This is an optimization exercise on Yosys and OpenROAD, whose aim is small area, a short achievable clock period and few clock cycles per item, not a production implementation. Function was not checked in any run shown here: the RTL went through the layout flow alone. Power figures rest on the tool's default switching activity, not on a simulated workload.

**flow/design.v**
```verilog
module axi_slave_mem #(
    parameter int ADDR_WIDTH = 32,
    parameter int DATA_WIDTH = 32,
    parameter int MEM_DEPTH  = 64
) (
    input  logic                    aclk,
    input  logic                    arst,
    input  logic [3:0]              awid,
    input  logic [ADDR_WIDTH-1:0]   awaddr,
    input  logic [3:0]              awlen,
    input  logic [2:0]              awsize,
    input  logic [1:0]              awburst,
    input  logic [1:0]              awlock,
    input  logic [1:0]              awcache,
    input  logic [1:0]              awprot,
    input  logic                    awvalid,
    output logic                    awready,
    input  logic [3:0]              wid,
    input  logic [DATA_WIDTH-1:0]   wdata,
    input  logic [DATA_WIDTH/8-1:0] wstrb,
    input  logic                    wlast,
    input  logic                    wvalid,
    output logic                    wready,
    output logic [3:0]              bid,
    output logic [1:0]              bresp,
    output logic                    bvalid,
    input  logic                    bready,
    input  logic [3:0]              arid,
    input  logic [ADDR_WIDTH-1:0]   araddr,
    input  logic [3:0]              arlen,
    input  logic [2:0]              arsize,
    input  logic [1:0]              arburst,
    input  logic [1:0]              arlock,
    input  logic [1:0]              arcache,
    input  logic [1:0]              arprot,
    input  logic                    arvalid,
    output logic                    arready,
    output logic [3:0]              rid,
    output logic [DATA_WIDTH-1:0]   rdata,
    output logic [1:0]              rresp,
    output logic                    rlast,
    output logic                    rvalid,
    input  logic                    rready
);
    localparam int BYTES = DATA_WIDTH / 8;
    localparam int LSB   = $clog2(BYTES);
    localparam int IDX_W = (MEM_DEPTH > 1) ? $clog2(MEM_DEPTH) : 1;
    typedef struct packed {
        logic [10:0] lo;      
        logic        hz;      
        logic        hn;      
        logic [3:0]  hx;      
        logic [3:0]  len;
        logic [2:0]  size;
        logic [1:0]  burst;
        logic [3:0]  id;
        logic [3:0]  cnt;     
        logic        err;     
    } bst_t;
    function automatic logic cfg_err(
        input logic [2:0] size,
        input logic [3:0] len,
        input logic [1:0] burst
    );
        logic bad_wrap;
        bad_wrap = (burst == 2'b10) &&
                   !(len == 4'd1 || len == 4'd3 ||
                     len == 4'd7 || len == 4'd15);
        cfg_err = (burst == 2'b11) || (int'(size) > LSB) || bad_wrap;
    endfunction
    function automatic bst_t load(
        input logic [ADDR_WIDTH-1:0] a,
        input logic [3:0]  len,
        input logic [2:0]  size,
        input logic [1:0]  burst,
        input logic [3:0]  id
    );
        bst_t s;
        s.lo    = a[10:0];
        s.hz    = (a[ADDR_WIDTH-1:11] == '0);
        s.hn    = (a[ADDR_WIDTH-1:15] == '1);
        s.hx    = a[14:11];
        s.len   = len;
        s.size  = size;
        s.burst = burst;
        s.id    = id;
        s.cnt   = 4'd0;
        s.err   = cfg_err(size, len, burst);
        load = s;
    endfunction
    function automatic logic oor(input bst_t s);
        oor = !s.hz || (s.lo[10:8] != 3'd0);
    endfunction
    function automatic logic last(input bst_t s);
        last = (s.cnt == s.len);
    endfunction
    function automatic bst_t advance(input bst_t s);
        bst_t        n;
        logic [11:0] sum;
        logic [10:0] inc;
        logic [10:0] mask;
        n    = s;
        inc  = 11'(1) << s.size;
        mask = (11'({1'b0, s.len} + 5'd1) << s.size) - 11'd1;
        sum  = {1'b0, s.lo} + {1'b0, inc};
        case (s.burst)
            2'b01: begin
                n.lo = sum[10:0];
                if (sum[11]) begin
                    n.hz = s.hn && (s.hx == 4'hf);
                    n.hn = s.hn && (s.hx != 4'hf);
                    n.hx = s.hx + 4'd1;
                end
            end
            2'b10:   n.lo = (s.lo & ~mask) | (sum[10:0] & mask);
            default: n.lo = s.lo;
        endcase
        n.cnt = s.cnt + 4'd1;
        advance = n;
    endfunction
    logic unused_ok;
    assign unused_ok = ^{awlock, awcache, awprot,
                         arlock, arcache, arprot};
    logic [MEM_DEPTH-1:0][DATA_WIDTH-1:0] mem;
    logic [MEM_DEPTH-1:0]  vld;
    logic                  m_we;         
    logic [IDX_W-1:0]      m_widx;
    logic [BYTES-1:0]      m_strb;
    logic [DATA_WIDTH-1:0] m_wdat;
    always_ff @(posedge aclk or negedge arst) begin
        if (!arst) vld <= '0;
        else if (m_we) vld[m_widx] <= 1'b1;
    end
    for (genvar g = 0; g < MEM_DEPTH; g++) begin : g_word
        for (genvar b = 0; b < BYTES; b++) begin : g_byte
            always_ff @(posedge aclk)
                if (m_we && m_widx == IDX_W'(g) && (m_strb[b] || !vld[g]))
                    mem[g][b*8 +: 8] <= m_wdat[b*8 +: 8];
        end
    end
    bst_t       wc, wp;          
    logic       wc_v, wp_v;
    logic       aw_rdy, w_rdy;
    logic       bq0_v, bq1_v;
    logic [3:0] bq0_id, bq1_id;
    logic       bq0_e, bq1_e;
    bst_t       aw_in, ws;       
    logic       aw_hs, w_hs, ws_last, w_berr, b_push, b_pop;
    assign aw_in  = load(awaddr, awlen, awsize, awburst, awid);
    assign aw_hs  = awvalid && aw_rdy;
    assign w_hs   = wvalid && w_rdy;
    assign ws      = wc_v ? wc : aw_in;
    assign ws_last = last(ws);
    assign w_berr  = (wlast != ws_last) || (wid != ws.id) || oor(ws);
    assign b_push  = w_hs && ws_last;
    assign b_pop   = bq0_v && bready;
    assign m_we   = w_hs && !oor(ws);
    assign m_widx = ws.lo[LSB +: IDX_W];
    assign m_strb = wstrb;
    for (genvar b = 0; b < BYTES; b++) begin : g_wdat
        assign m_wdat[b*8 +: 8] = wstrb[b] ? wdata[b*8 +: 8] : 8'd0;
    end
    bst_t wc_n, wp_n;
    logic wc_vn, wp_vn, bq0_vn, bq1_vn;
    logic [3:0] bq0_idn, bq1_idn;
    logic bq0_en, bq1_en;
    logic ws_err;
    always_comb begin
        wc_n  = wc;
        wc_vn = wc_v;
        wp_n  = wp;
        wp_vn = wp_v;
        ws_err = ws.err || w_berr;
        if (w_hs) begin
            if (ws_last) begin
                if (wp_v) begin
                    wc_n  = wp;
                    wc_vn = 1'b1;
                    wp_vn = 1'b0;
                end else if (aw_hs && wc_v) begin
                    wc_n  = aw_in;
                    wc_vn = 1'b1;
                end else begin
                    wc_vn = 1'b0;
                end
            end else begin
                wc_n     = advance(ws);
                wc_n.err = ws_err;
                wc_vn    = 1'b1;
            end
        end else if (aw_hs && !wc_v) begin
            wc_n  = aw_in;
            wc_vn = 1'b1;
        end
        if (aw_hs && wc_v && !(w_hs && ws_last)) begin
            wp_n  = aw_in;
            wp_vn = 1'b1;
        end
        bq0_vn  = bq0_v;
        bq0_idn = bq0_id;
        bq0_en  = bq0_e;
        bq1_vn  = bq1_v;
        bq1_idn = bq1_id;
        bq1_en  = bq1_e;
        if (b_pop) begin
            bq0_vn  = bq1_v;
            bq0_idn = bq1_id;
            bq0_en  = bq1_e;
            bq1_vn  = 1'b0;
        end
        if (b_push) begin
            if (!bq0_vn) begin
                bq0_vn  = 1'b1;
                bq0_idn = ws.id;
                bq0_en  = ws_err;
            end else begin
                bq1_vn  = 1'b1;
                bq1_idn = ws.id;
                bq1_en  = ws_err;
            end
        end
    end
    always_ff @(posedge aclk or negedge arst) begin
        if (!arst) begin
            wc_v   <= 1'b0;
            wp_v   <= 1'b0;
            bq0_v  <= 1'b0;
            bq1_v  <= 1'b0;
            aw_rdy <= 1'b0;
            w_rdy  <= 1'b0;
        end else begin
            wc_v   <= wc_vn;
            wp_v   <= wp_vn;
            bq0_v  <= bq0_vn;
            bq1_v  <= bq1_vn;
            aw_rdy <= !wp_vn;
            w_rdy  <= !(bq1_vn && (!wc_vn || last(wc_n)));
        end
    end
    always_ff @(posedge aclk) begin
        wc     <= wc_n;
        wp     <= wp_n;
        bq0_id <= bq0_idn;
        bq0_e  <= bq0_en;
        bq1_id <= bq1_idn;
        bq1_e  <= bq1_en;
    end
    assign awready = aw_rdy;
    assign wready  = w_rdy;
    assign bvalid  = bq0_v;
    assign bid     = bq0_id;
    assign bresp   = {bq0_e, 1'b0};
    bst_t       rc, rp;          
    logic       rc_v, rp_v, ar_rdy;
    logic       ar_hs, fetch, r_oor;
    bst_t       ar_in;
    logic                  o_v, o_last, o_err;
    logic [3:0]            o_id;
    logic [DATA_WIDTH-1:0] o_data;
    assign ar_in = load(araddr, arlen, arsize, arburst, arid);
    assign ar_hs = arvalid && ar_rdy;
    assign fetch = rc_v && (!o_v || rready);
    assign r_oor = oor(rc);
    logic [MEM_DEPTH-1:0]  r_sel;
    logic [DATA_WIDTH-1:0] r_data;
    always_comb begin
        r_data = '0;
        for (int i = 0; i < MEM_DEPTH; i++) begin
            r_sel[i] = vld[i] && !r_oor && (rc.lo[LSB +: IDX_W] == IDX_W'(i));
            r_data   = r_data | (mem[i] & {DATA_WIDTH{r_sel[i]}});
        end
    end
    bst_t rc_n, rp_n;
    logic rc_vn, rp_vn;
    always_comb begin
        rc_n  = rc;
        rc_vn = rc_v;
        rp_n  = rp;
        rp_vn = rp_v;
        if (fetch) begin
            if (last(rc)) begin
                if (rp_v) begin
                    rc_n  = rp;
                    rp_vn = 1'b0;
                end else if (ar_hs) begin
                    rc_n  = ar_in;
                end else begin
                    rc_vn = 1'b0;
                end
            end else begin
                rc_n = advance(rc);
            end
        end else if (ar_hs && !rc_v) begin
            rc_n  = ar_in;
            rc_vn = 1'b1;
        end
        if (ar_hs && rc_v && !(fetch && last(rc))) begin
            rp_n  = ar_in;
            rp_vn = 1'b1;
        end
    end
    always_ff @(posedge aclk or negedge arst) begin
        if (!arst) begin
            rc_v   <= 1'b0;
            rp_v   <= 1'b0;
            ar_rdy <= 1'b0;
            o_v    <= 1'b0;
        end else begin
            rc_v   <= rc_vn;
            rp_v   <= rp_vn;
            ar_rdy <= !rp_vn;
            if (fetch)       o_v <= 1'b1;
            else if (rready) o_v <= 1'b0;
        end
    end
    always_ff @(posedge aclk) begin
        rc <= rc_n;
        rp <= rp_n;
        if (fetch) begin
            o_id   <= rc.id;
            o_last <= last(rc);
            o_err  <= rc.err || r_oor;
            o_data <= r_data;
        end
    end
    assign arready = ar_rdy;
    assign rvalid  = o_v;
    assign rid    = o_id;
    assign rlast  = o_last;
    assign rresp  = {o_err, 1'b0};
    assign rdata  = o_data;
endmodule
```
**flow/run.sh**
```bash
#!/bin/bash
# synth_recipe.tcl (not shown) runs the flow's synth.tcl, then flattens the netlist and writes it again
# the make line also repeats each setting of config.mk as NAME=value (left out here)
make -C /OpenROAD-flow-scripts/flow DESIGN_CONFIG=/design/flow/config.mk WORK_HOME=/design/flow/orfs CLKGATE_MAP_FILE= SYNTH_SCRIPT=/design/flow/synth_recipe.tcl finish
```
**flow/config.mk**
```make
export PLATFORM = sky130hd
export DESIGN_NAME = axi_slave_mem
export DESIGN_NICKNAME = axi_slave_mem
export VERILOG_FILES = /design/flow/design.v
export SDC_FILE = /design/flow/constraint.sdc
export NUM_CORES = 4
export LEC_CHECK = 0
export CAP_MARGIN = 20
export CORE_MARGIN = 2
export CORE_UTILIZATION = 25
export PLACE_DENSITY = 0.35
export SETUP_SLACK_MARGIN = 4
export SLEW_MARGIN = 20
export SYNTH_MEMORY_MAX_BITS = 16384
```
**flow/constraint.sdc**
```tcl
create_clock -name core_clock -period 8.0 [get_ports {aclk}]
set_input_delay 1.6000 -clock core_clock [delete_from_list [all_inputs] [get_ports {aclk}]]
set_output_delay 1.6000 -clock core_clock [all_outputs]
set_load 0.01 [all_outputs]
```
==> results of run 1 <==
## layout by cell type (no fill, tap or decap), drive strengths merged, types with 31 or more instances in the layout
cell,n
mux2i,31
a221oi,296
ha,33
nor2,141
inv,61
edfxtp,2215
nand2,212
dfrtp,74
nand3,101
nor3,35
nor4,43
a22oi,413
clkdlybuf4s50,155
clkinv,100
clkbuf,353
a22o,270
o21bai,62
and2,73
a21oi,324
nand4,144
a32oi,40
o21ai,65
and3,33
buf,608
## where the power goes
part | leakage [nW] | internal (mW) | switching, mW
logic | 11.5 | 1.23 | 2.48
registers | 21.4 | 13.6 | 0.413
clock network | 4.07 | 6.87 | 5.23
total | 37.0 | 21.7 | 8.12
## flip-flops by register name, indices dropped and copies added, names as in the netlist, 4 cells and up, named ones only
name and cells:
vld 64, o_data 32, o_id 4, wc 35, bq1_id 4, bq0_id 4, rc 24, rp 31
wp 31, mem 2048
## worst paths after layout
path	from	to	cells past startpoint
worst max-delay path	register	o_data[13]	11
worst min-delay path	rc[5]	o_id[0]	0
worst max register to register	register	o_data[13]	11
worst min register to register	rc[5]	o_id[0]	0
max in group asynchronous	arst	vld[38]	2
min in group asynchronous	arst	aw_rdy	1
## Yosys cell counts, drive strengths merged (18+ instances only)
cell,n
a21oi,324
a221o,19
a221oi,296
a22o,270
a22oi,413
a32oi,40
and2,73
and3,33
buf,148
clkbuf,170
dfrtp,74
edfxtp,2215
ha,33
inv,53
mux2i,31
nand2,212
nand2b,18
nand3,100
nand4,144
nor2,141
nor2b,25
nor3,35
nor4,43
o21ai,65
o21bai,62
o22ai,27
or4,22
xnor2,30
xor2,28
## cells by family (layout without fill, tap and decap cells)
family	count (synthesis)	in the layout	synth area share [%]
DFF	2302	2302	77.4
AOI/OAI and AO/OA	1660	1660	14.0
and+or+nand+nor	877	879	5.13
muxes	47	47	0.572
other	1	14	0.00423
adders and majority gates	35	35	0.511
xor gates and xnor gates	58	58	0.573
buffers and inverters	374	1324	1.78
## final cells by class
cell class | count | area (µm²) | share of cell area (%)
Clock inverter | 124 | 988 | 0.876
Multi-Input combinational cell | 2681 | 21600 | 19.1
Antenna cell | 12 | 30.0 | 0.0266
Tap cell | 4730 | 5920 | 5.24
Timing Repair Buffer | 792 | 8150 | 7.22
Clock buffer | 352 | 7370 | 6.53
Inverter | 56 | 230 | 0.204
Sequential cell | 2302 | 68600 | 60.8
## repair_timing
| item | CTS | global route |
|---|---|---|
| pin swaps | 46 | 23 |
| resized for setup | 430 | 144 |
| buffers inserted | 176 | 21 |
| setup endpoints to repair | 2196 | 1988 |
| hold buffers | 0 | 0 |
| gates cloned | 4 | 0 |
## critical path, cell delays in order, from the launching register on
cell and delay (ps):
edfxtp_1 410, buf_12 170, buf_4 140, nand2_1 120, nor3_1 60, buf_4 200, and3_4 390, buf_4 390
a22o_1 300, a221oi_1 490, nand4_1 230, or4_1 730
## routing by layer
| layer | track usage (%) | up-vias | share of wire [%] |
|---|---|---|---|
| li1 | - | 23800 | - |
| met1 | 35.7 | 33300 | 43 |
| met2 | 41.7 | 2973 | 46 |
| met3 | 4.51 | 641 | 7.1 |
| met4 | 8.30 | 8 | 3.6 |
| met5 | 0.147 | - | 0.022 |
==> report_table.html, run 1 <==
<table>
<tr><th>Metric</th><th>Value</th></tr>
<tr><th colspan="2">Clock tree</th></tr>
<tr><td>TritonCTS clock tree</td><td>done</td></tr>
<tr><td>Clock buffer count from CTS</td><td>275</td></tr>
<tr><td>Clock Latency Late Sink</td><td>about 910 ps</td></tr>
<tr><td>Worst-case clock buffer depth</td><td>4</td></tr>
<tr><td>Clock sink count</td><td>approximately 2,300</td></tr>
<tr><td>Deepest level of the CTS H-tree</td><td>5</td></tr>
<tr><td>Root buffer cell</td><td>clkbuf_16</td></tr>
<tr><td>Clock input transition at the sequential cells of the worst setup and hold paths</td><td>around 60 ps</td></tr>
<tr><th colspan="2">Worst setup path</th></tr>
<tr><td>Max FO, Critical Path</td><td>17</td></tr>
<tr><td>Worst Path Arrival</td><td>about 4600 ps</td></tr>
<tr><td>Kind of end point of the critical path</td><td>register</td></tr>
<tr><td>Required time at the endpoint of the critical path</td><td>8570 ps</td></tr>
<tr><td>Launching element type of the critical path</td><td>register</td></tr>
<tr><td>Worst setup slack for register-to-register paths</td><td>3950 ps</td></tr>
<tr><td>Start-to-end type of the worst setup path</td><td>reg2reg</td></tr>
<tr><th colspan="2">Final layout</th></tr>
<tr><td>Area growth from synthesis to layout</td><td>27.4%</td></tr>
<tr><td>Post-route cell area</td><td>between 0.1 and 0.15 mm²</td></tr>
<tr><td>Final net count</td><td>6,293</td></tr>
<tr><td>Count of fill cells added during filler insertion</td><td>34,400</td></tr>
<tr><td>Utilization after layout</td><td>32.0%</td></tr>
<tr><td>Fraction of final layout cells with drive strength greater than 1</td><td>approximately a quarter</td></tr>
<tr><td>Count of placed standard cells in the final layout, fillers left out</td><td>11,000</td></tr>
<tr><th colspan="2">Place</th></tr>
<tr><td>Placed inst area</td><td>0.0994 mm²</td></tr>
<tr><td>Setup Slack @ Placement</td><td>1600 ps</td></tr>
<tr><td>Total instance count after detailed placement</td><td>10,400</td></tr>
<tr><td>Global placement routability congestion</td><td>1.00</td></tr>
<tr><td>Total half-perimeter wirelength after legalization and detailed placement</td><td>roughly 300,000 µm</td></tr>
<tr><td>IO Port Bufs</td><td>between 150 and 200</td></tr>
<tr><th colspan="2">STA</th></tr>
<tr><td>Transition time at the pin with the least slew margin</td><td>1210 ps</td></tr>
<tr><td>Worst relative slew slack</td><td>19.2%</td></tr>
<tr><td>Endpoints failing setup</td><td>0</td></tr>
<tr><td>RSZ-0062 raised after global routing</td><td>yes</td></tr>
<tr><td>Achievable Freq</td><td>0.247 GHz</td></tr>
<tr><td>Setup slack of the critical path after layout</td><td>roughly 4000 ps</td></tr>
<tr><td>Worst clock skew</td><td>between 40 and 50 ps</td></tr>
<tr><td>Max Slew Vio Count</td><td>0</td></tr>
<tr><td>Number of endpoints with negative hold slack in the final report</td><td>0</td></tr>
<tr><td>Fin Setup TNS</td><td>0 ps</td></tr>
<tr><td>Tcrit/Tclk final</td><td>50.6%</td></tr>
<tr><td>Min Clock Period, post-route</td><td>roughly 4000 ps</td></tr>
<tr><td>Worst-case hold slack</td><td>~420 ps</td></tr>
<tr><th colspan="2">GRT</th></tr>
<tr><td>Number of antenna violations at the first check in global routing</td><td>43</td></tr>
<tr><td>All-Layer GR Usage</td><td>26.0%</td></tr>
<tr><td>Via count of the first global-routing pass</td><td>57,700</td></tr>
<tr><td>Sum of overflow across all layers after global routing</td><td>0</td></tr>
<tr><td>Largest net degree at the start of global routing</td><td>65</td></tr>
<tr><td>Wire length of the first global-routing pass</td><td>between 600,000 and 700,000 µm</td></tr>
<tr><th colspan="2">Drt</th></tr>
<tr><td>Routed Antenna Nets</td><td>0</td></tr>
<tr><td>Number of iterations in the first detailed-routing pass</td><td>6</td></tr>
<tr><td>Number of vias in the routed layout</td><td>60,800</td></tr>
<tr><td>Detail-routed via count per cell</td><td>5.50</td></tr>
<tr><td>Drt wl/cell</td><td>43.3 µm</td></tr>
<tr><td>Routed wire length</td><td>about 480,000 µm</td></tr>
<tr><td>DRC Markers</td><td>0</td></tr>
<tr><td>Detailed Route Iter0 Violations</td><td>approximately 8,200</td></tr>
<tr><th colspan="2">Floorplanning</th></tr>
<tr><td>Initial core utilization</td><td>25.1%</td></tr>
<tr><td>Standard-cell row count</td><td>218</td></tr>
<tr><td>Area inside the core boundary</td><td>~0.35 mm²</td></tr>
<tr><td>Die Height</td><td>599 µm</td></tr>
<tr><td>Die X-Extent</td><td>roughly 600 µm</td></tr>
<tr><td>Die footprint</td><td>0.359 mm²</td></tr>
<tr><td>Boundary pin count</td><td>200</td></tr>
<tr><th colspan="2">Yosys</th></tr>
<tr><td>Number of synthesized flops with an enable pin</td><td>2,215</td></tr>
<tr><td>Number of different library cells in the post-synthesis netlist</td><td>92</td></tr>
<tr><td>Area share of the leading cell type in the synthesized netlist</td><td>roughly 75%</td></tr>
<tr><td>Synth area leaders</td><td>edfxtp_1 75%, a22oi_1 3.5%, a221oi_1 2.9%</td></tr>
<tr><td>Area of the mapped netlist</td><td>0.0886 mm²</td></tr>
<tr><td>Total number of yosys warnings</td><td>1</td></tr>
<tr><td>Synth Register Bits</td><td>~2,300</td></tr>
<tr><td>Most used flip-flop cell after synthesis</td><td>edfxtp_1</td></tr>
<tr><td>Async set-reset flop share out of synthesis</td><td>between 3 and 4%</td></tr>
<tr><td>Avg Synthesized Cell Area</td><td>between 15 and 20 µm²</td></tr>
<tr><td>Sequential cell area fraction in the yosys report</td><td>77.4%</td></tr>
<tr><td>Syn Inst Count</td><td>roughly 5,400</td></tr>
<tr><td>Top cell type by total area after synthesis</td><td>edfxtp_1</td></tr>
<tr><th colspan="2">Power</th></tr>
<tr><td>IR drop worst, VDD</td><td>between 100 and 150 µV</td></tr>
<tr><td>Cell area power density</td><td>264 mW/mm²</td></tr>
<tr><td>Overall power consumption</td><td>29.8 mW</td></tr>
<tr><td>Lkg Pwr</td><td>37.0 nW</td></tr>
<tr><th colspan="2">Run status</th></tr>
<tr><td>Result of the run</td><td>finished clean</td></tr>
<tr><th colspan="2">Job</th></tr>
<tr><td>Total of max-cap violations</td><td>0</td></tr>
<tr><th colspan="2">Hold path</th></tr>
<tr><td>Worst hold-check path type</td><td>reg2reg</td></tr>
</table>
==> inputs of run 2 (changes only) <==
--- a/flow/config.mk
+++ b/flow/config.mk
@@ -10,5 +10,5 @@
 export CORE_UTILIZATION = 25
 export PLACE_DENSITY = 0.35
-export SETUP_SLACK_MARGIN = 4
+export SETUP_SLACK_MARGIN = 5
 export SLEW_MARGIN = 20
 export SYNTH_MEMORY_MAX_BITS = 16384
==> run 2 against run 1 <==
Still clean. Synthesized cell count is the same. Combinational power grew 25%. Clock skew is 14 ps higher. Global-route usage rose by 1.0 points. Via count grew 4.5%. Clock-buffer cell count rose by 4. Critical path depth increased by 2. Critical path type is now in2reg. Largest cell class unchanged.
==> report_table.html, run 2 <==
<table>
<tr><th>Metric</th><th>Value</th></tr>
<tr><th colspan="2">Drt</th></tr>
<tr><td>Detailed Route Iter0 Violations</td><td>9,099</td></tr>
<tr><td>Highest routing layer actually used</td><td>met5</td></tr>
<tr><td>WL met1</td><td>212,000 µm</td></tr>
<tr><td>Detail-routed via count per cell</td><td>5.54</td></tr>
<tr><td>Sum of met2 wire segment lengths after detailed routing</td><td>226,000 µm</td></tr>
<tr><td>Total length of routed met3 wires</td><td>38,000 µm</td></tr>
<tr><td>DRC Markers</td><td>0</td></tr>
<tr><td>Drt wl/cell</td><td>roughly 43 µm</td></tr>
<tr><td>Routed wire length</td><td>499,000 µm</td></tr>
<tr><td>Number of iterations in the first detailed-routing pass</td><td>6</td></tr>
<tr><td>Number of vias in the routed layout</td><td>approximately 64,000</td></tr>
<tr><td>Routed Antenna Nets</td><td>0</td></tr>
<tr><th colspan="2">Clock tree</th></tr>
<tr><td>Clock input transition at the sequential cells of the worst setup and hold paths</td><td>60 ps</td></tr>
<tr><td>Clock buffer count from CTS</td><td>between 200 and 300</td></tr>
<tr><td>Root buffer cell</td><td>clkbuf_16</td></tr>
<tr><td>Clock sink count</td><td>between 2,000 and 2,500</td></tr>
<tr><td>TritonCTS clock tree</td><td>done</td></tr>
<tr><td>Worst-case clock buffer depth</td><td>4</td></tr>
<tr><td>Clock Latency Late Sink</td><td>940 ps</td></tr>
<tr><td>Deepest level of the CTS H-tree</td><td>5</td></tr>
<tr><th colspan="2">STA</th></tr>
<tr><td>Transition time at the pin with the least slew margin</td><td>approximately 1100 ps</td></tr>
<tr><td>Worst-case hold slack</td><td>between 400 and 500 ps</td></tr>
<tr><td>Max Slew Vio Count</td><td>0</td></tr>
<tr><td>Worst clock skew</td><td>63.3 ps</td></tr>
<tr><td>Setup slack of the critical path after layout</td><td>4180 ps</td></tr>
<tr><td>Worst relative slew slack</td><td>26.4%</td></tr>
<tr><td>Tcrit/Tclk final</td><td>47.7%</td></tr>
<tr><td>Fin Setup TNS</td><td>0 ps</td></tr>
<tr><td>Min Clock Period, post-route</td><td>approximately 3800 ps</td></tr>
<tr><td>Endpoints failing setup</td><td>0</td></tr>
<tr><td>Achievable Freq</td><td>0.262 GHz</td></tr>
<tr><td>Number of endpoints with negative hold slack in the final report</td><td>0</td></tr>
<tr><td>RSZ-0062 raised after global routing</td><td>yes</td></tr>
<tr><th colspan="2">Yosys</th></tr>
<tr><td>Area share of the leading cell type in the synthesized netlist</td><td>75.1%</td></tr>
<tr><td>Total number of yosys warnings</td><td>1</td></tr>
<tr><td>Most used flip-flop cell after synthesis</td><td>edfxtp_1</td></tr>
<tr><td>Leading cell type by number of instances after synthesis</td><td>edfxtp_1</td></tr>
<tr><td>Synth area leaders</td><td>edfxtp_1 75%, a22oi_1 3.5%, a221oi_1 2.9%</td></tr>
<tr><td>Synth Register Bits</td><td>2,302</td></tr>
<tr><td>Syn Inst Count</td><td>5,354</td></tr>
<tr><td>Sequential cell area fraction in the yosys report</td><td>77.4%</td></tr>
<tr><td>Number of synthesized flops with an enable pin</td><td>2,215</td></tr>
<tr><td>Number of different library cells in the post-synthesis netlist</td><td>92</td></tr>
<tr><td>Async set-reset flop share out of synthesis</td><td>3.21%</td></tr>
<tr><td>Avg Synthesized Cell Area</td><td>around 17 µm²</td></tr>
<tr><td>Top cell types by occurrence after synthesis</td><td>2,215 x edfxtp_1, 413 x a22oi_1, 324 x a21oi_1, 295 x a221oi_1, 270 x a22o_1</td></tr>
<tr><td>Area of the mapped netlist</td><td>0.0886 mm²</td></tr>
<tr><td>Top cell type by total area after synthesis</td><td>edfxtp_1</td></tr>
<tr><th colspan="2">GRT</th></tr>
<tr><td>Largest net degree at the start of global routing</td><td>65</td></tr>
<tr><td>Via count of the first global-routing pass</td><td>about 60,000</td></tr>
<tr><td>All-Layer GR Usage</td><td>roughly 27%</td></tr>
<tr><td>Wire length of the first global-routing pass</td><td>632,000 µm</td></tr>
<tr><td>Number of antenna violations at the first check in global routing</td><td>28</td></tr>
<tr><td>Sum of overflow across all layers after global routing</td><td>0</td></tr>
<tr><th colspan="2">Hold path</th></tr>
<tr><td>Worst hold path depth</td><td>0</td></tr>
<tr><td>Worst hold-check path type</td><td>reg2reg</td></tr>
<tr><td>Endpoint of the worst hold path</td><td>o_id[0]</td></tr>
<tr><td>Startpoint of the tightest hold check path</td><td>rc[5]</td></tr>
<tr><th colspan="2">Power</th></tr>
<tr><td>Lkg Pwr</td><td>a little over 40 nW</td></tr>
<tr><td>IR drop worst, VDD</td><td>158 µV</td></tr>
<tr><td>Overall power consumption</td><td>31.0 mW</td></tr>
<tr><td>Cell area power density</td><td>around 250 mW/mm²</td></tr>
<tr><th colspan="2">Floorplanning</th></tr>
<tr><td>Die Height</td><td>599 µm</td></tr>
<tr><td>Standard-cell row count</td><td>218</td></tr>
<tr><td>Initial core utilization</td><td>25.1%</td></tr>
<tr><td>Die footprint</td><td>0.359 mm²</td></tr>
<tr><td>Boundary pin count</td><td>200</td></tr>
<tr><td>Die X-Extent</td><td>599 µm</td></tr>
<tr><td>Area inside the core boundary</td><td>0.353 mm²</td></tr>
<tr><th colspan="2">Worst setup path</th></tr>
<tr><td>Cell mode on critical path</td><td>buf_6</td></tr>
<tr><td>Launching element type of the critical path</td><td>input port</td></tr>
<tr><td>Worst-case reg-to-reg path depth</td><td>14</td></tr>
<tr><td>FF-to-FF End</td><td>o_data[31]</td></tr>
<tr><td>Kind of end point of the critical path</td><td>register</td></tr>
<tr><td>List of cells traversed by the critical path</td><td>clkdlybuf4s50_1, mux2_2, inv_1, nand4_1, buf_6, nor2_4, buf_12, buf_6, and3_4, nand2_8, buf_6, a21oi_4, buf_12</td></tr>
<tr><td>Max incr delay on CP</td><td>520 ps</td></tr>
<tr><td>Worst Path Arrival</td><td>4450 ps</td></tr>
<tr><td>Max FO, Critical Path</td><td>8</td></tr>
<tr><td>Reg-to-Reg Start</td><td>rc[23]</td></tr>
<tr><td>Start-to-end type of the worst setup path</td><td>in2reg</td></tr>
<tr><td>Crit path max-delay cell type</td><td>clkdlybuf4s50_1</td></tr>
<tr><td>Worst setup slack for register-to-register paths</td><td>4310 ps</td></tr>
<tr><td>Required time at the endpoint of the critical path</td><td>8630 ps</td></tr>
<tr><th colspan="2">Place</th></tr>
<tr><td>Total instance count after detailed placement</td><td>roughly 10,000</td></tr>
<tr><td>Global placement routability congestion</td><td>between 1 and 1.5</td></tr>
<tr><td>Total half-perimeter wirelength after legalization and detailed placement</td><td>296,000 µm</td></tr>
<tr><td>Setup Slack @ Placement</td><td>1680 ps</td></tr>
<tr><td>Placed inst area</td><td>0.0997 mm²</td></tr>
<tr><td>IO Port Bufs</td><td>between 150 and 200</td></tr>
<tr><th colspan="2">Final layout</th></tr>
<tr><td>Regs by FF count</td><td>mem x2048, vld x64, wc x35</td></tr>
<tr><td>Count of placed standard cells in the final layout, fillers left out</td><td>approximately 11,000</td></tr>
<tr><td>Final net count</td><td>approximately 6,700</td></tr>
<tr><td>Commonest cells after routing, fill and taps aside</td><td>2,215 x edfxtp_1, 395 x buf_4, 385 x buf_12, 361 x a22oi_1, 291 x clkbuf_16</td></tr>
<tr><td>Flip-flop count of the largest register, all copies and words added</td><td>slightly above 2,000</td></tr>
<tr><td>Count of fill cells added during filler insertion</td><td>33,200</td></tr>
<tr><td>Post-route cell area</td><td>0.126 mm²</td></tr>
<tr><td>Fraction of final layout cells with drive strength greater than 1</td><td>between 30% and 40%</td></tr>
<tr><td>Most common cell after layout, fill and taps aside</td><td>edfxtp_1</td></tr>
<tr><td>Largest register by flop count</td><td>mem</td></tr>
<tr><td>Area growth from synthesis to layout</td><td>42.5%</td></tr>
<tr><td>Utilization after layout</td><td>a little over a third</td></tr>
<tr><th colspan="2">Run status</th></tr>
<tr><td>Result of the run</td><td>finished clean</td></tr>
<tr><th colspan="2">Job</th></tr>
<tr><td>Total of max-cap violations</td><td>0</td></tr>
</table>
-- run 2: cell types whose count changed in the layout (fill, tap and decap cells not counted), moves of 72 or more --
| cell | delta |
|---|---|
| a21oi_1 | -77 |
| buf_12 | +283 |
| a21oi_2 | -72 |
| a221oi_1 | -146 |
| buf_6 | +101 |
| a21oi_4 | +149 |
| a221oi_2 | +97 |
-- run 2: how the worst max path moves through the flow --
stage | cells after the start | end | from
after floorplan | 14 | wc[34] | awsize[0]
after global placement | 10 | mem[1920] | awaddr[14]
after detailed placement | 10 | mem[1920] | awaddr[14]
after CTS | 13 | mem[1349] | awaddr[31]
after global routing | 14 | mem[1348] | awaddr[19]
final | 13 | mem[1348] | awaddr[10]
-- run 2: cells by family (layout without fill, tap and decap cells) --
| kind of cell | Yosys count | count (layout) | synth area share, % |
|---|---|---|---|
| buffers and inverters | 374 | 1738 | 1.78 |
| other | 1 | 19 | 0.00423 |
| xor gates and xnor gates | 58 | 58 | 0.573 |
| muxes | 47 | 47 | 0.572 |
| AOI/OAI and AO/OA | 1660 | 1662 | 14.0 |
| and+or+nand+nor | 877 | 881 | 5.13 |
| adders and majority gates | 35 | 35 | 0.511 |
| DFF | 2302 | 2302 | 77.4 |
-- run 2: layer usage --
layer,track usage (%),vias to the layer above
met5,0,-
met4,9.68,4
met3,4.79,791
met2,42.7,3303
met1,37.1,34700
li1,-,24800
-- run 2: power breakdown --
part / leakage, nW / switching [mW] / total [mW] / internal, mW
combinational: 15.7 / 2.94 / 4.62 / 1.68
sequential: 21.4 / 0.420 / 14.1 / 13.6
clock: 4.17 / 5.27 / 12.3 / 7.07
-- run 2: final cells by class --
class / instances / area (µm²) / share of cell area [%]
Sequential cell: 2302 / 68600 / 54.4
Multi-Input combinational cell: 2685 / 27100 / 21.4
Timing Repair Buffer: 1200 / 15700 / 12.5
Clock buffer: 356 / 7450 / 5.90
Tap cell: 4730 / 5920 / 4.69
Clock inverter: 125 / 1100 / 0.868
Inverter: 56 / 313 / 0.248
Antenna cell: 17 / 42.5 / 0.0337
Timing Repair inverter: 1 / 8.76 / 0.00694
-- run 2: repair_timing --
action | 4_1_cts | 5_1_grt
resized for setup | 1894 | 291
hold buffers | 0 | 0
endpoints found under the setup margin | 2400 | 2267
pin swaps | 271 | 189
gates cloned | 26 | 5
setup buffers | 575 | 87
-- run 2: critical path, delay by kind of cell --
| family | cells | cell delay (ps) |
|---|---|---|
| buffers and inverters | 7 | 1490 |
| muxes | 1 | 380 |
| and+or+nand+nor | 4 | 820 |
| AOI/OAI and AO/OA | 1 | 130 |
==> inputs of run 3 (changes only) <==
--- a/flow/design.v
+++ b/flow/design.v
@@ -262,11 +262,13 @@
     assign fetch = rc_v && (!o_v || rready);
     assign r_oor = oor(rc);
-    logic [MEM_DEPTH-1:0]  r_sel;
+    logic [7:0] rs_a, rs_b;
     logic [DATA_WIDTH-1:0] r_data;
+    logic                  r_vld;
     always_comb begin
         r_data = '0;
+        r_vld  = 1'b0;
         for (int i = 0; i < MEM_DEPTH; i++) begin
-            r_sel[i] = vld[i] && !r_oor && (rc.lo[LSB +: IDX_W] == IDX_W'(i));
-            r_data   = r_data | (mem[i] & {DATA_WIDTH{r_sel[i]}});
+            r_data = r_data | (mem[i] & {DATA_WIDTH{rs_a[i/8] && rs_b[i%8]}});
+            r_vld  = r_vld | (vld[i] && rs_a[i/8] && rs_b[i%8]);
         end
     end
@@ -317,9 +319,13 @@
         rc <= rc_n;
         rp <= rp_n;
+        for (int i = 0; i < 8; i++) begin
+            rs_a[i] <= !oor(rc_n) && (rc_n.lo[LSB+3 +: 3] == 3'(i));
+            rs_b[i] <= (rc_n.lo[LSB +: 3] == 3'(i));
+        end
         if (fetch) begin
             o_id   <= rc.id;
             o_last <= last(rc);
             o_err  <= rc.err || r_oor;
-            o_data <= r_data;
+            o_data <= r_data & {DATA_WIDTH{r_vld}};
         end
     end
--- a/flow/config.mk
+++ b/flow/config.mk
@@ -9,6 +9,8 @@
 export CORE_MARGIN = 2
 export CORE_UTILIZATION = 25
+export CTS_CLUSTER_DIAMETER = 80
+export CTS_CLUSTER_SIZE = 30
 export PLACE_DENSITY = 0.35
-export SETUP_SLACK_MARGIN = 5
+export SETUP_SLACK_MARGIN = 4
 export SLEW_MARGIN = 20
 export SYNTH_MEMORY_MAX_BITS = 16384
==> run 3 against run 2 <==
Highest routed layer unchanged. Design area fell by 12%. First-iteration DRC count is 13% lower. Combinational power fell by 36%. Still clean on timing, DRC and antenna. Cell count is 5.6% lower.
==> report_table.html, run 3 <==
<table>
<tr><th>Metric</th><th>Value</th></tr>
<tr><th colspan="2">Clock tree</th></tr>
<tr><td>TritonCTS clock tree</td><td>done</td></tr>
<tr><td>Clock sink count</td><td>2,318</td></tr>
<tr><td>Clock Latency Late Sink</td><td>approximately 930 ps</td></tr>
<tr><td>Root buffer cell</td><td>clkbuf_16</td></tr>
<tr><td>Clock buffer count from CTS</td><td>~140</td></tr>
<tr><td>Deepest level of the CTS H-tree</td><td>4</td></tr>
<tr><td>CTS Hold Buffers Added</td><td>0</td></tr>
<tr><td>Clock input transition at the sequential cells of the worst setup and hold paths</td><td>approximately 90 ps</td></tr>
<tr><td>Worst-case clock buffer depth</td><td>4</td></tr>
<tr><th colspan="2">Final layout</th></tr>
<tr><td>Flip-flop count of the largest register, all copies and words added</td><td>just over 2,000</td></tr>
<tr><td>Fraction of final layout cells with drive strength greater than 1</td><td>~22%</td></tr>
<tr><td>Combined flip-flop and latch cell area</td><td>0.0688 mm²</td></tr>
<tr><td>Area growth from synthesis to layout</td><td>24.4%</td></tr>
<tr><td>Regs by FF count</td><td>mem x2048, vld x64</td></tr>
<tr><td>Commonest cells after routing, fill and taps aside</td><td>2,205 x edfxtp_1, 463 x a22oi_1, 338 x a22o_1, 324 x buf_4, 315 x a221oi_1</td></tr>
<tr><td>Count of fill cells added during filler insertion</td><td>approximately 35,000</td></tr>
<tr><td>Final net count</td><td>6,138</td></tr>
<tr><td>Largest register by flop count</td><td>mem</td></tr>
<tr><td>Most common cell after layout, fill and taps aside</td><td>edfxtp_1</td></tr>
<tr><td>Multi-input logic area</td><td>around 0.022 mm²</td></tr>
<tr><td>Utilization after layout</td><td>31.2%</td></tr>
<tr><th colspan="2">STA</th></tr>
<tr><td>RSZ-0062 raised after global routing</td><td>yes</td></tr>
<tr><td>Number of endpoints with negative hold slack in the final report</td><td>0</td></tr>
<tr><td>Fin Setup TNS</td><td>0 ps</td></tr>
<tr><td>Min Clock Period, post-route</td><td>4210 ps</td></tr>
<tr><td>Achievable Freq</td><td>approximately 0.24 GHz</td></tr>
<tr><td>Tcrit/Tclk final</td><td>52.6%</td></tr>
<tr><td>Worst relative slew slack</td><td>21.4%</td></tr>
<tr><td>Max Slew Vio Count</td><td>0</td></tr>
<tr><td>Transition time at the pin with the least slew margin</td><td>1180 ps</td></tr>
<tr><td>Worst clock skew</td><td>80.6 ps</td></tr>
<tr><td>Endpoints failing setup</td><td>0</td></tr>
<tr><th colspan="2">Floorplanning</th></tr>
<tr><td>Die footprint</td><td>roughly 0.36 mm²</td></tr>
<tr><td>Initial core utilization</td><td>25.1%</td></tr>
<tr><td>Die Height</td><td>602 µm</td></tr>
<tr><td>Standard-cell row count</td><td>219</td></tr>
<tr><td>Area inside the core boundary</td><td>between 0.3 and 0.4 mm²</td></tr>
<tr><td>Die X-Extent</td><td>602 µm</td></tr>
<tr><td>Boundary pin count</td><td>200</td></tr>
<tr><th colspan="2">Worst setup path</th></tr>
<tr><td>Number of buffers and inverters on the critical path</td><td>3</td></tr>
<tr><td>Launching element type of the critical path</td><td>register</td></tr>
<tr><td>Start-to-end type of the worst setup path</td><td>reg2reg</td></tr>
<tr><td>Worst setup slack for register-to-register paths</td><td>3790 ps</td></tr>
<tr><td>Required time at the endpoint of the critical path</td><td>8580 ps</td></tr>
<tr><td>List of cells traversed by the critical path</td><td>and2_2, buf_4, buf_4, a221oi_2, nand4_1, nor4_4, buf_6, a21oi_1</td></tr>
<tr><td>Max FO, Critical Path</td><td>23</td></tr>
<tr><td>Worst Path Arrival</td><td>around 4800 ps</td></tr>
<tr><td>Kind of end point of the critical path</td><td>register</td></tr>
<tr><td>Max incr delay on CP</td><td>590 ps</td></tr>
<tr><td>CP top delay family</td><td>simple AND/OR/NAND/NOR gates</td></tr>
<tr><td>FF-to-FF End</td><td>o_data[5]</td></tr>
<tr><td>Worst-case reg-to-reg path depth</td><td>8</td></tr>
<tr><td>Launching element of the worst setup path</td><td>rs_a[2]</td></tr>
<tr><td>Capture point of the critical path</td><td>o_data[5]</td></tr>
<tr><td>Logic depth of the worst setup path including buffers</td><td>8</td></tr>
<tr><td>Crit path max-delay cell type</td><td>a221oi_2</td></tr>
<tr><td>Cell mode on critical path</td><td>buf_4</td></tr>
<tr><td>Reg-to-Reg Start</td><td>rs_a[2]</td></tr>
<tr><th colspan="2">GRT</th></tr>
<tr><td>Largest net degree at the start of global routing</td><td>65</td></tr>
<tr><td>All-Layer GR Usage</td><td>24.5%</td></tr>
<tr><td>Sum of overflow across all layers after global routing</td><td>0</td></tr>
<tr><td>Via count of the first global-routing pass</td><td>56,600</td></tr>
<tr><td>Number of antenna violations at the first check in global routing</td><td>38</td></tr>
<tr><td>Wire length of the first global-routing pass</td><td>between 500,000 and 600,000 µm</td></tr>
<tr><th colspan="2">Yosys</th></tr>
<tr><td>Leading cell type by number of instances after synthesis</td><td>edfxtp_1</td></tr>
<tr><td>Avg Synthesized Cell Area</td><td>16.5 µm²</td></tr>
<tr><td>Total number of yosys warnings</td><td>1</td></tr>
<tr><td>Number of synthesized flops with an enable pin</td><td>2,205</td></tr>
<tr><td>Area share of the leading cell type in the synthesized netlist</td><td>74.2%</td></tr>
<tr><td>Syn Inst Count</td><td>5,424</td></tr>
<tr><td>Most used flip-flop cell after synthesis</td><td>edfxtp_1</td></tr>
<tr><td>Number of different library cells in the post-synthesis netlist</td><td>83</td></tr>
<tr><td>Synth Register Bits</td><td>between 2,000 and 2,500</td></tr>
<tr><td>Sequential cell area fraction in the yosys report</td><td>77.1%</td></tr>
<tr><td>Synth area leaders</td><td>edfxtp_1 74%, a22oi_1 3.9%, a22o_1 3.3%</td></tr>
<tr><td>Top cell types by occurrence after synthesis</td><td>2,205 x edfxtp_1, 463 x a22oi_1, 339 x a21oi_1, 338 x a22o_1, 318 x a221oi_1</td></tr>
<tr><td>Top cell type by total area after synthesis</td><td>edfxtp_1</td></tr>
<tr><td>Area of the mapped netlist</td><td>0.0893 mm²</td></tr>
<tr><td>Async set-reset flop share out of synthesis</td><td>3.19%</td></tr>
<tr><th colspan="2">Power</th></tr>
<tr><td>Cell area power density</td><td>233 mW/mm²</td></tr>
<tr><td>Total internal power</td><td>around 19 mW</td></tr>
<tr><td>Overall power consumption</td><td>roughly 26 mW</td></tr>
<tr><td>Proportion of power drawn by flip-flops and latches</td><td>54.4%</td></tr>
<tr><td>IR drop worst, VDD</td><td>150 µV</td></tr>
<tr><td>Net Switching</td><td>roughly 7.3 mW</td></tr>
<tr><td>Fraction of power spent switching nets</td><td>28.2%</td></tr>
<tr><td>Lkg Pwr</td><td>35.4 nW</td></tr>
<tr><td>Part of the power in the clock network</td><td>34.3%</td></tr>
<tr><td>Gate power share</td><td>11.4%</td></tr>
<tr><th colspan="2">Hold path</th></tr>
<tr><td>Worst hold-check path type</td><td>reg2reg</td></tr>
<tr><th colspan="2">Place</th></tr>
<tr><td>Total half-perimeter wirelength after legalization and detailed placement</td><td>280,000 µm</td></tr>
<tr><td>Global placement routability congestion</td><td>~1.0</td></tr>
<tr><td>IO Port Bufs</td><td>185</td></tr>
<tr><th colspan="2">Drt</th></tr>
<tr><td>Routed wire length</td><td>457,000 µm</td></tr>
<tr><td>Drt wl/cell</td><td>42.2 µm</td></tr>
<tr><td>Number of iterations in the first detailed-routing pass</td><td>17</td></tr>
<tr><td>Detailed Route Iter0 Violations</td><td>7,900</td></tr>
<tr><td>DRC Markers</td><td>0</td></tr>
<tr><td>Number of vias in the routed layout</td><td>just under 60,000</td></tr>
<tr><td>Routed Antenna Nets</td><td>0</td></tr>
<tr><td>Detail-routed via count per cell</td><td>5.49</td></tr>
<tr><th colspan="2">Job</th></tr>
<tr><td>Total of max-cap violations</td><td>0</td></tr>
<tr><th colspan="2">Run status</th></tr>
<tr><td>Result of the run</td><td>finished clean</td></tr>
</table>
run 3: cell count changes after synthesis, moves of 26 or more:
cell      previous run  this run
nor3_1              34        77
a22oi_1            413       463
a22o_1             270       338
dfxtp_1             13        39
a32oi_1             40         3
buf_2              102        10
clkbuf_1           169       303
and2_1              71       115
nor2_1             139        98
nand2_1            212       142
run 3: stage by stage:
stage	worst slack, ps	hold slack (ps)	cell area (µm²)	cells
3_5_place_dp	1500	418	100000	10300
3_3_place_gp	1530	401	99900	10300
4_1_cts	3930	428	110000	10800
5_1_grt	3930	445	111000	10800
2_1_floorplan	3400	400	91200	5425
6_report	3790	431	111000	10800
run 3: kinds of logic after synthesis:
| group | after synthesis | synth area share (%) |
|---|---|---|
| compound gates | 1709 | 14.3 |
| xor+xnor | 62 | 0.608 |
| fa+ha+maj | 35 | 0.507 |
| buf+inv | 399 | 1.72 |
| flops | 2318 | 77.1 |
| mux | 50 | 0.597 |
| other cells | 1 | 0.00420 |
| simple gates | 850 | 5.14 |
run 3: power by group through the flow:
| stage | clock [mW] | combinational [mW] | sequential, mW |
|---|---|---|---|
| 6_report | 8.85 | 2.94 | 14.0 |
| 5_1_grt | 9.40 | 3.15 | 14.1 |
| 4_1_cts | 9.03 | 2.87 | 14.0 |
| 3_5_place_dp | 0 | 2.69 | 14.3 |
| 3_3_place_gp | 0 | 2.68 | 14.3 |
| 2_1_floorplan | 0 | 1.47 | 14.2 |
run 3: worst min-delay path by stage:
stage | slack [ps] | cells after the start | from | end
after CTS | 430 | 0 | rc[7] | o_id[2]
after global routing | 440 | 0 | rc[8] | o_id[3]
after floorplan | 400 | 0 | rc[5] | o_id[0]
after global placement | 400 | 0 | rc[7] | o_id[2]
after detailed placement | 420 | 0 | rc[7] | o_id[2]
final | 430 | 0 | rc[7] | o_id[2]
run 3: layout make-up:
cell class	count	share of cell area, %
clock buffer	155	3.34
tap	4751	5.35
clock inverter	106	1.33
timing repair inverter	1	0.00676
multi-input combinational	2709	20.2
timing repair buffer	730	7.61
inverter	49	0.189
antenna	6	0.0135
sequential	2318	62.0
run 3: worst register-to-register path, delay by kind of cell, from the launching register on:
kind	cells	cell delay, ps
AO/OA/AOI/OAI	2	1090
buffers and inverters	3	1210
flip-flops	1	420
AND/OR/NAND/NOR	3	1200
run 3: repair_timing:
item,4_1_cts,5_1_grt
pin swaps,14,15
resized for setup,252,105
endpoints found under the setup margin,2172,920
buffers inserted,241,31
endpoints found under the hold margin,0,0
cloned,2,4
run 3: metal layers:
metal	wire (µm)	up-vias	GRT usage (%)
li1	-	23500	-
met1	196000	32600	33.3
met2	212000	2778	39.7
met3	35500	512	5.35
met4	13200	14	5.95
met5	208	-	0.304
==> inputs of run 4 (changes only) <==
--- a/flow/config.mk
+++ b/flow/config.mk
@@ -9,6 +9,4 @@
 export CORE_MARGIN = 2
 export CORE_UTILIZATION = 25
-export CTS_CLUSTER_DIAMETER = 80
-export CTS_CLUSTER_SIZE = 30
 export PLACE_DENSITY = 0.35
 export SETUP_SLACK_MARGIN = 4
==> run 4 against run 3 <==
Design area increased by 2.7%. Still clean. Cell count rose by 1.9%. Synthesized cell count did not move. Clock skew down 14 ps. Setup slack improved by 110 ps. Clock-buffer cell count increased by 196. Critical endpoint unchanged.
==> report_table.html, run 4 <==
<table>
<tr><th>Metric</th><th>Value</th></tr>
<tr><th colspan="2">GRT</th></tr>
<tr><td>Number of antenna violations at the first check in global routing</td><td>40</td></tr>
<tr><td>Sum of overflow across all layers after global routing</td><td>0</td></tr>
<tr><td>Wire length of the first global-routing pass</td><td>592,000 µm</td></tr>
<tr><td>All-Layer GR Usage</td><td>approximately 25%</td></tr>
<tr><td>Largest net degree at the start of global routing</td><td>65</td></tr>
<tr><td>Via count of the first global-routing pass</td><td>between 50,000 and 60,000</td></tr>
<tr><th colspan="2">Worst setup path</th></tr>
<tr><td>Capture point of the critical path</td><td>o_data[5]</td></tr>
<tr><td>Required time at the endpoint of the critical path</td><td>8580 ps</td></tr>
<tr><td>Worst setup slack for register-to-register paths</td><td>3910 ps</td></tr>
<tr><td>Worst Path Arrival</td><td>4680 ps</td></tr>
<tr><td>Kind of end point of the critical path</td><td>register</td></tr>
<tr><td>FF-to-FF End</td><td>o_data[5]</td></tr>
<tr><td>Launching element type of the critical path</td><td>register</td></tr>
<tr><td>Launching element of the worst setup path</td><td>rs_a[2]</td></tr>
<tr><td>Start-to-end type of the worst setup path</td><td>reg2reg</td></tr>
<tr><td>Max FO, Critical Path</td><td>23</td></tr>
<tr><td>Reg-to-Reg Start</td><td>rs_a[2]</td></tr>
<tr><td>Worst-case reg-to-reg path depth</td><td>8</td></tr>
<tr><th colspan="2">Yosys</th></tr>
<tr><td>Top cell type by total area after synthesis</td><td>edfxtp_1</td></tr>
<tr><td>Area share of the leading cell type in the synthesized netlist</td><td>74.2%</td></tr>
<tr><td>Avg Synthesized Cell Area</td><td>16.5 µm²</td></tr>
<tr><td>Synth Register Bits</td><td>roughly 2,300</td></tr>
<tr><td>Total number of yosys warnings</td><td>1</td></tr>
<tr><td>Number of synthesized flops with an enable pin</td><td>2,205</td></tr>
<tr><td>Syn Inst Count</td><td>5,424</td></tr>
<tr><td>Async set-reset flop share out of synthesis</td><td>3.19%</td></tr>
<tr><td>Sequential cell area fraction in the yosys report</td><td>77.1%</td></tr>
<tr><td>Leading cell type by number of instances after synthesis</td><td>edfxtp_1</td></tr>
<tr><td>Most used flip-flop cell after synthesis</td><td>edfxtp_1</td></tr>
<tr><td>Area of the mapped netlist</td><td>0.0893 mm²</td></tr>
<tr><td>Top cell types by occurrence after synthesis</td><td>2,205 x edfxtp_1, 463 x a22oi_1, 339 x a21oi_1, 338 x a22o_1, 318 x a221oi_1</td></tr>
<tr><td>Synth area leaders</td><td>edfxtp_1 74%, a22oi_1 3.9%, a22o_1 3.3%</td></tr>
<tr><td>Number of different library cells in the post-synthesis netlist</td><td>83</td></tr>
<tr><th colspan="2">STA</th></tr>
<tr><td>Max Slew Vio Count</td><td>0</td></tr>
<tr><td>Tcrit/Tclk final</td><td>about 51%</td></tr>
<tr><td>RSZ-0062 raised after global routing</td><td>yes</td></tr>
<tr><td>Worst clock skew</td><td>66.3 ps</td></tr>
<tr><td>Worst-case hold slack</td><td>427 ps</td></tr>
<tr><td>Worst relative slew slack</td><td>20.5%</td></tr>
<tr><td>Achievable Freq</td><td>0.244 GHz</td></tr>
<tr><td>Number of endpoints with negative hold slack in the final report</td><td>0</td></tr>
<tr><td>Endpoints failing setup</td><td>0</td></tr>
<tr><td>Min Clock Period, post-route</td><td>4090 ps</td></tr>
<tr><td>Fin Setup TNS</td><td>0 ps</td></tr>
<tr><td>Transition time at the pin with the least slew margin</td><td>1190 ps</td></tr>
<tr><th colspan="2">Drt</th></tr>
<tr><td>Detailed Route Iter0 Violations</td><td>7,978</td></tr>
<tr><td>Routed Antenna Nets</td><td>0</td></tr>
<tr><td>Detail-routed via count per cell</td><td>5.48</td></tr>
<tr><td>Number of vias in the routed layout</td><td>60,500</td></tr>
<tr><td>Routed wire length</td><td>459,000 µm</td></tr>
<tr><td>Number of iterations in the first detailed-routing pass</td><td>17</td></tr>
<tr><td>Drt wl/cell</td><td>41.6 µm</td></tr>
<tr><td>DRC Markers</td><td>0</td></tr>
<tr><th colspan="2">Clock tree</th></tr>
<tr><td>TritonCTS clock tree</td><td>done</td></tr>
<tr><td>Clock Latency Late Sink</td><td>930 ps</td></tr>
<tr><td>Deepest level of the CTS H-tree</td><td>5</td></tr>
<tr><td>Worst-case clock buffer depth</td><td>4</td></tr>
<tr><td>CTS Hold Buffers Added</td><td>0</td></tr>
<tr><td>Clock buffer count from CTS</td><td>274</td></tr>
<tr><td>Clock sink count</td><td>about 2,300</td></tr>
<tr><td>Clock input transition at the sequential cells of the worst setup and hold paths</td><td>60 ps</td></tr>
<tr><td>Root buffer cell</td><td>clkbuf_16</td></tr>
<tr><th colspan="2">Final layout</th></tr>
<tr><td>Commonest cells after routing, fill and taps aside</td><td>2,205 x edfxtp_1, 463 x a22oi_1, 338 x a22o_1, 326 x buf_4, 315 x a221oi_1</td></tr>
<tr><td>Count of placed standard cells in the final layout, fillers left out</td><td>about 11,000</td></tr>
<tr><td>Regs by FF count</td><td>mem x2048, vld x64</td></tr>
<tr><td>Largest register by flop count</td><td>mem</td></tr>
<tr><td>Most common cell after layout, fill and taps aside</td><td>edfxtp_1</td></tr>
<tr><td>Flip-flop count of the largest register, all copies and words added</td><td>2,048</td></tr>
<tr><td>Count of fill cells added during filler insertion</td><td>34,700</td></tr>
<tr><td>Post-route cell area</td><td>about 0.11 mm²</td></tr>
<tr><td>Final net count</td><td>6,260</td></tr>
<tr><td>Fraction of final layout cells with drive strength greater than 1</td><td>about 22%</td></tr>
<tr><td>Area growth from synthesis to layout</td><td>27.8%</td></tr>
<tr><th colspan="2">Run status</th></tr>
<tr><td>Result of the run</td><td>finished clean</td></tr>
<tr><th colspan="2">Power</th></tr>
<tr><td>Proportion of power drawn by flip-flops and latches</td><td>48.2%</td></tr>
<tr><td>Fraction of power spent switching nets</td><td>26.0%</td></tr>
<tr><td>Net Switching</td><td>between 7 and 8 mW</td></tr>
<tr><td>Part of the power in the clock network</td><td>41.7%</td></tr>
<tr><td>Lkg Pwr</td><td>37.1 nW</td></tr>
<tr><td>Gate power share</td><td>10.1%</td></tr>
<tr><td>Cell area power density</td><td>256 mW/mm²</td></tr>
<tr><td>Total internal power</td><td>21.6 mW</td></tr>
<tr><td>IR drop worst, VDD</td><td>145 µV</td></tr>
<tr><th colspan="2">Place</th></tr>
<tr><td>Placed inst area</td><td>roughly 0.10 mm²</td></tr>
<tr><td>Global placement routability congestion</td><td>1.04</td></tr>
<tr><td>Total half-perimeter wirelength after legalization and detailed placement</td><td>280,000 µm</td></tr>
<tr><td>Total instance count after detailed placement</td><td>10,300</td></tr>
<tr><td>IO Port Bufs</td><td>185</td></tr>
<tr><th colspan="2">Floorplanning</th></tr>
<tr><td>Boundary pin count</td><td>200</td></tr>
<tr><td>Initial core utilization</td><td>25.1%</td></tr>
<tr><td>Die X-Extent</td><td>602 µm</td></tr>
<tr><td>Standard-cell row count</td><td>219</td></tr>
<tr><td>Die Height</td><td>602 µm</td></tr>
<tr><td>Area inside the core boundary</td><td>0.356 mm²</td></tr>
<tr><td>Die footprint</td><td>0.362 mm²</td></tr>
<tr><th colspan="2">Job</th></tr>
<tr><td>Total of max-cap violations</td><td>0</td></tr>
<tr><th colspan="2">Hold path</th></tr>
<tr><td>Worst hold-check path type</td><td>reg2reg</td></tr>
<tr><td>Worst hold path depth</td><td>0</td></tr>
</table>
## run 4: cell counts after synthesis
Identical to the previous run, type by type.
## run 4: how the worst min path moves through the flow
stage | startpoint | to | slack (ps)
6_report | rc[6] | o_id[1] | 430
5_1_grt | rc[8] | o_id[3] | 430
4_1_cts | rc[6] | o_id[1] | 420
3_5_place_dp | rc[7] | o_id[2] | 420
3_3_place_gp | rc[7] | o_id[2] | 400
2_1_floorplan | rc[5] | o_id[0] | 400
## run 4: cells by family (layout without fill, tap and decap cells)
group / Yosys count / count (layout) / share of synthesized area, %
flip-flops: 2318 / 2318 / 77.1
other: 1 / 8 / 0.00420
multiplexers: 50 / 50 / 0.597
buffers and inverters: 399 / 1252 / 1.72
XOR/XNOR: 62 / 62 / 0.608
AO/OA/AOI/OAI: 1709 / 1710 / 14.3
adder cells (fa/ha/maj): 35 / 35 / 0.507
AND/OR/NAND/NOR: 850 / 850 / 5.14
## run 4: timing repair
action | CTS | global route
pin swaps | 14 | 15
gates cloned | 2 | 2
gates resized for setup | 244 | 78
hold endpoints to repair | 0 | 0
setup buffers | 239 | 27
endpoints found under the setup margin | 2172 | 1052
## run 4: area by class of cell
type                    instances  area [µm²]  area share, %
multi-input cells            2709       22300           19.5
flip-flops and latches       2318       68800           60.4
well taps                    4751        5940           5.21
repair buffers                722        8280           7.26
inverters                      49         210          0.184
diodes                          6        15.0         0.0132
clock inverters               129        1150           1.01
repair inverters                1        7.51        0.00658
clock buffers                 351        7340           6.43
## run 4: critical path, stage by stage (launching register included)
cell,delay (ps)
dfxtp_1,410
and2_2,440
buf_4,380
buf_4,340
a221oi_2,530
nand4_1,240
nor4_4,490
buf_6,410
a21oi_1,310
## run 4: per-stage QoR
step	setup slack, ps	total power [mW]	utilization [%]
global placement	1530	17.0	28.1
finish	3910	29.2	32.1
floorplan	3400	15.6	-
CTS	3970	29.3	31.9
detailed placement	1500	17.0	28.1
global route	3940	30.0	32.1
## run 4: layer usage
metal | vias to the layer above | routed length (µm) | track usage [%]
li1 | 23900 | - | -
met1 | 32900 | 196000 | 33.3
met2 | 3000 | 212000 | 39.7
met3 | 614 | 36100 | 5.45
met4 | 16 | 14700 | 7.12
met5 | - | 185 | 0
## run 4: power by group through the flow
stage,Clock [mW],Sequential [mW],Combinational (mW)
CTS,12.4,14.0,2.86
global placement,0,14.3,2.68
finish,12.2,14.1,2.93
floorplan,0,14.2,1.47
detailed placement,0,14.3,2.69
global route,12.8,14.1,3.14
==> inputs of run 5 (changes only) <==
--- a/flow/config.mk
+++ b/flow/config.mk
@@ -8,6 +8,6 @@
 export CAP_MARGIN = 20
 export CORE_MARGIN = 2
-export CORE_UTILIZATION = 25
-export PLACE_DENSITY = 0.35
+export CORE_UTILIZATION = 50
+export PLACE_DENSITY = 0.6
 export SETUP_SLACK_MARGIN = 4
 export SLEW_MARGIN = 20
==> run 5 against run 4 <==
Highest routed layer unchanged. Sequential power hardly changed. Clock-buffer cell count shrank 59. Clock power shrank 16%. Synthesized cell count unchanged.
==> report_table.html, run 5 <==
<table>
<tr><th>Metric</th><th>Value</th></tr>
<tr><th colspan="2">Clock tree</th></tr>
<tr><td>TritonCTS clock tree</td><td>done</td></tr>
<tr><td>Clock buffer count from CTS</td><td>226</td></tr>
<tr><td>Deepest level of the CTS H-tree</td><td>4</td></tr>
<tr><td>Worst-case clock buffer depth</td><td>3</td></tr>
<tr><td>Clock sink count</td><td>2,318</td></tr>
<tr><th colspan="2">STA</th></tr>
<tr><td>Achievable Freq</td><td>0.249 GHz</td></tr>
<tr><td>Number of endpoints with negative hold slack in the final report</td><td>0</td></tr>
<tr><td>Tcrit/Tclk final</td><td>between 50% and 60%</td></tr>
<tr><td>Worst clock skew</td><td>44.7 ps</td></tr>
<tr><td>Max Slew Vio Count</td><td>0</td></tr>
<tr><td>Min Clock Period, post-route</td><td>4010 ps</td></tr>
<tr><td>Transition time at the pin with the least slew margin</td><td>1230 ps</td></tr>
<tr><td>Worst-case hold slack</td><td>420 ps</td></tr>
<tr><th colspan="2">Power</th></tr>
<tr><td>Proportion of power drawn by flip-flops and latches</td><td>between 50% and 60%</td></tr>
<tr><td>Net Switching</td><td>6.92 mW</td></tr>
<tr><td>Gate power share</td><td>a little over a tenth</td></tr>
<tr><td>IR drop worst, VDD</td><td>between 200 and 250 µV</td></tr>
<tr><td>Total internal power</td><td>20.3 mW</td></tr>
<tr><td>Lkg Pwr</td><td>36.1 nW</td></tr>
<tr><th colspan="2">Yosys</th></tr>
<tr><td>Leading cell type by number of instances after synthesis</td><td>edfxtp_1</td></tr>
<tr><td>Synth Register Bits</td><td>around 2,300</td></tr>
<tr><td>Number of synthesized flops with an enable pin</td><td>approximately 2,200</td></tr>
<tr><td>Number of different library cells in the post-synthesis netlist</td><td>83</td></tr>
<tr><td>Top cell type by total area after synthesis</td><td>edfxtp_1</td></tr>
<tr><td>Area share of the leading cell type in the synthesized netlist</td><td>between 70 and 80%</td></tr>
<tr><td>Syn Inst Count</td><td>roughly 5,400</td></tr>
<tr><td>Most used flip-flop cell after synthesis</td><td>edfxtp_1</td></tr>
<tr><td>Sequential cell area fraction in the yosys report</td><td>77.1%</td></tr>
<tr><td>Avg Synthesized Cell Area</td><td>16.5 µm²</td></tr>
<tr><th colspan="2">GRT</th></tr>
<tr><td>Number of antenna violations at the first check in global routing</td><td>19</td></tr>
<tr><td>All-Layer GR Usage</td><td>41.5%</td></tr>
<tr><td>Largest net degree at the start of global routing</td><td>between 60 and 70</td></tr>
<tr><td>Wire length of the first global-routing pass</td><td>502,000 µm</td></tr>
<tr><th colspan="2">Hold path</th></tr>
<tr><td>Startpoint of the tightest hold check path</td><td>rc[7]</td></tr>
<tr><td>Worst hold-check path type</td><td>reg2reg</td></tr>
<tr><th colspan="2">Drt</th></tr>
<tr><td>Number of iterations in the first detailed-routing pass</td><td>6</td></tr>
<tr><td>Detail-routed via count per cell</td><td>7.18</td></tr>
<tr><td>Drt wl/cell</td><td>44.4 µm</td></tr>
<tr><td>Detailed Route Iter0 Violations</td><td>roughly 11,000</td></tr>
<tr><td>Number of vias in the routed layout</td><td>61,500</td></tr>
<tr><td>DRC Markers</td><td>0</td></tr>
<tr><th colspan="2">Final layout</th></tr>
<tr><td>Area growth from synthesis to layout</td><td>22.4%</td></tr>
<tr><td>Count of placed standard cells in the final layout, fillers left out</td><td>8,554</td></tr>
<tr><td>Regs by FF count</td><td>mem x2048, vld x64</td></tr>
<tr><td>Final net count</td><td>approximately 6,200</td></tr>
<tr><td>Count of fill cells added during filler insertion</td><td>13,000</td></tr>
<tr><td>Fraction of final layout cells with drive strength greater than 1</td><td>21.3%</td></tr>
<tr><td>Commonest cells after routing, fill and taps aside</td><td>2,205 x edfxtp_1, 463 x a22oi_1, 338 x a22o_1, 324 x buf_4, 316 x a221oi_1</td></tr>
<tr><td>Combined flip-flop and latch cell area</td><td>between 0.06 and 0.07 mm²</td></tr>
<tr><td>Post-route cell area</td><td>0.109 mm²</td></tr>
<tr><td>Multi-input logic area</td><td>0.0222 mm²</td></tr>
<tr><td>Flip-flop count of the largest register, all copies and words added</td><td>2,048</td></tr>
<tr><td>Utilization after layout</td><td>61.4%</td></tr>
<tr><th colspan="2">Floorplanning</th></tr>
<tr><td>Die Height</td><td>427 µm</td></tr>
<tr><td>Standard-cell row count</td><td>155</td></tr>
<tr><td>Die X-Extent</td><td>427 µm</td></tr>
<tr><td>Boundary pin count</td><td>200</td></tr>
<tr><td>Initial core utilization</td><td>50.2%</td></tr>
<tr><td>Area inside the core boundary</td><td>0.178 mm²</td></tr>
<tr><th colspan="2">Worst setup path</th></tr>
<tr><td>Worst Path Arrival</td><td>about 4600 ps</td></tr>
<tr><td>Launching element of the worst setup path</td><td>awaddr[3]</td></tr>
<tr><td>Required time at the endpoint of the critical path</td><td>8590 ps</td></tr>
<tr><td>Max FO, Critical Path</td><td>13</td></tr>
<tr><td>Kind of end point of the critical path</td><td>register</td></tr>
<tr><td>Reg-to-Reg Start</td><td>rs_a[6]</td></tr>
<tr><th colspan="2">Run status</th></tr>
<tr><td>Result of the run</td><td>finished clean</td></tr>
<tr><th colspan="2">Place</th></tr>
<tr><td>Placed inst area</td><td>0.0965 mm²</td></tr>
<tr><td>IO Port Bufs</td><td>approximately 190</td></tr>
<tr><td>Total half-perimeter wirelength after legalization and detailed placement</td><td>229,000 µm</td></tr>
<tr><td>Global placement routability congestion</td><td>around 1.1</td></tr>
<tr><th colspan="2">Job</th></tr>
<tr><td>Total of max-cap violations</td><td>0</td></tr>
</table>
run 5: cell types whose count changed in the layout (fill, tap and decap cells not counted), sizes merged, moves of 6 or more:
cell and change:
diode +6, dlygate4sd2 -6, buf -17, clkinvlp +6, clkbuf -57, clkinv -17
run 5: repair_timing:
item | in CTS | in global routing
resized for setup | 244 | 74
cloned | 4 | 1
buffers inserted | 265 | 28
pin swaps | 11 | 14
hold buffers | 0 | 0
endpoints found under the setup margin | 2135 | 1423
run 5: cell type report:
type,count,share of cell area (%)
timing repair inverter,1,0.00458
inverter,49,0.196
antenna,12,0.0275
clock buffer,292,5.53
sequential,2318,63.0
multi-input combinational,2709,20.3
clock inverter,113,0.821
tap,2355,2.70
timing repair buffer,705,7.37
run 5: final timing paths:
kind	endpoint	slack (ps)	cells past startpoint
max	mem[1447]	3990	9
min	o_id[2]	420	0
max reg2reg	o_data[5]	4040	8
min reg2reg	o_id[2]	420	0
max in group asynchronous	vld[2]	6120	2
min in group asynchronous	w_rdy	530	1
run 5: critical path: stages:
cell	delay, ps
clkdlybuf4s50_1	480
mux2_2	430
inv_1	170
ha_1	370
buf_4	400
and3_1	300
nand2_2	330
a21oi_4	300
buf_12	190
run 5: power by group through the flow:
stage / sequential, mW / combinational, mW / clock [mW]
after global routing: 14.1 / 3.07 / 10.7
after floorplan: 14.2 / 1.47 / 0
after CTS: 14.0 / 2.76 / 10.2
after detailed placement: 14.3 / 2.58 / 0
final: 14.0 / 2.90 / 10.2
after global placement: 14.3 / 2.56 / 0
run 5: kinds of logic (layout without fill, tap and decap cells):
| kind of cell | Yosys count | after routing | share of synthesized area, % |
|---|---|---|---|
| AO/OA/AOI/OAI | 1709 | 1709 | 14.3 |
| XOR/XNOR | 62 | 62 | 0.608 |
| adder cells (fa/ha/maj) | 35 | 35 | 0.507 |
| buffers and inverters | 399 | 1160 | 1.72 |
| flip-flops | 2318 | 2318 | 77.1 |
| multiplexers | 50 | 50 | 0.597 |
| other | 1 | 14 | 0.00420 |
| AND/OR/NAND/NOR | 850 | 851 | 5.14 |
run 5: routing by layer:
layer / GRT usage [%] / vias up / wire length, µm
met5: 0.159 / - / 68
met4: 22.9 / 6 / 26200
met3: 11.7 / 1110 / 52900
met2: 61.5 / 5198 / 166000
met1: 55.4 / 31400 / 134000
li1: - / 23700 / -
run 5: through the flow:
| step | power, mW | setup WS, ps |
|---|---|---|
| after global placement | 16.8 | 1350 |
| after CTS | 27.0 | 4000 |
| final | 27.2 | 3990 |
| after detailed placement | 16.9 | 1360 |
| after floorplan | 15.6 | 3400 |
| after global routing | 27.8 | 3830 |
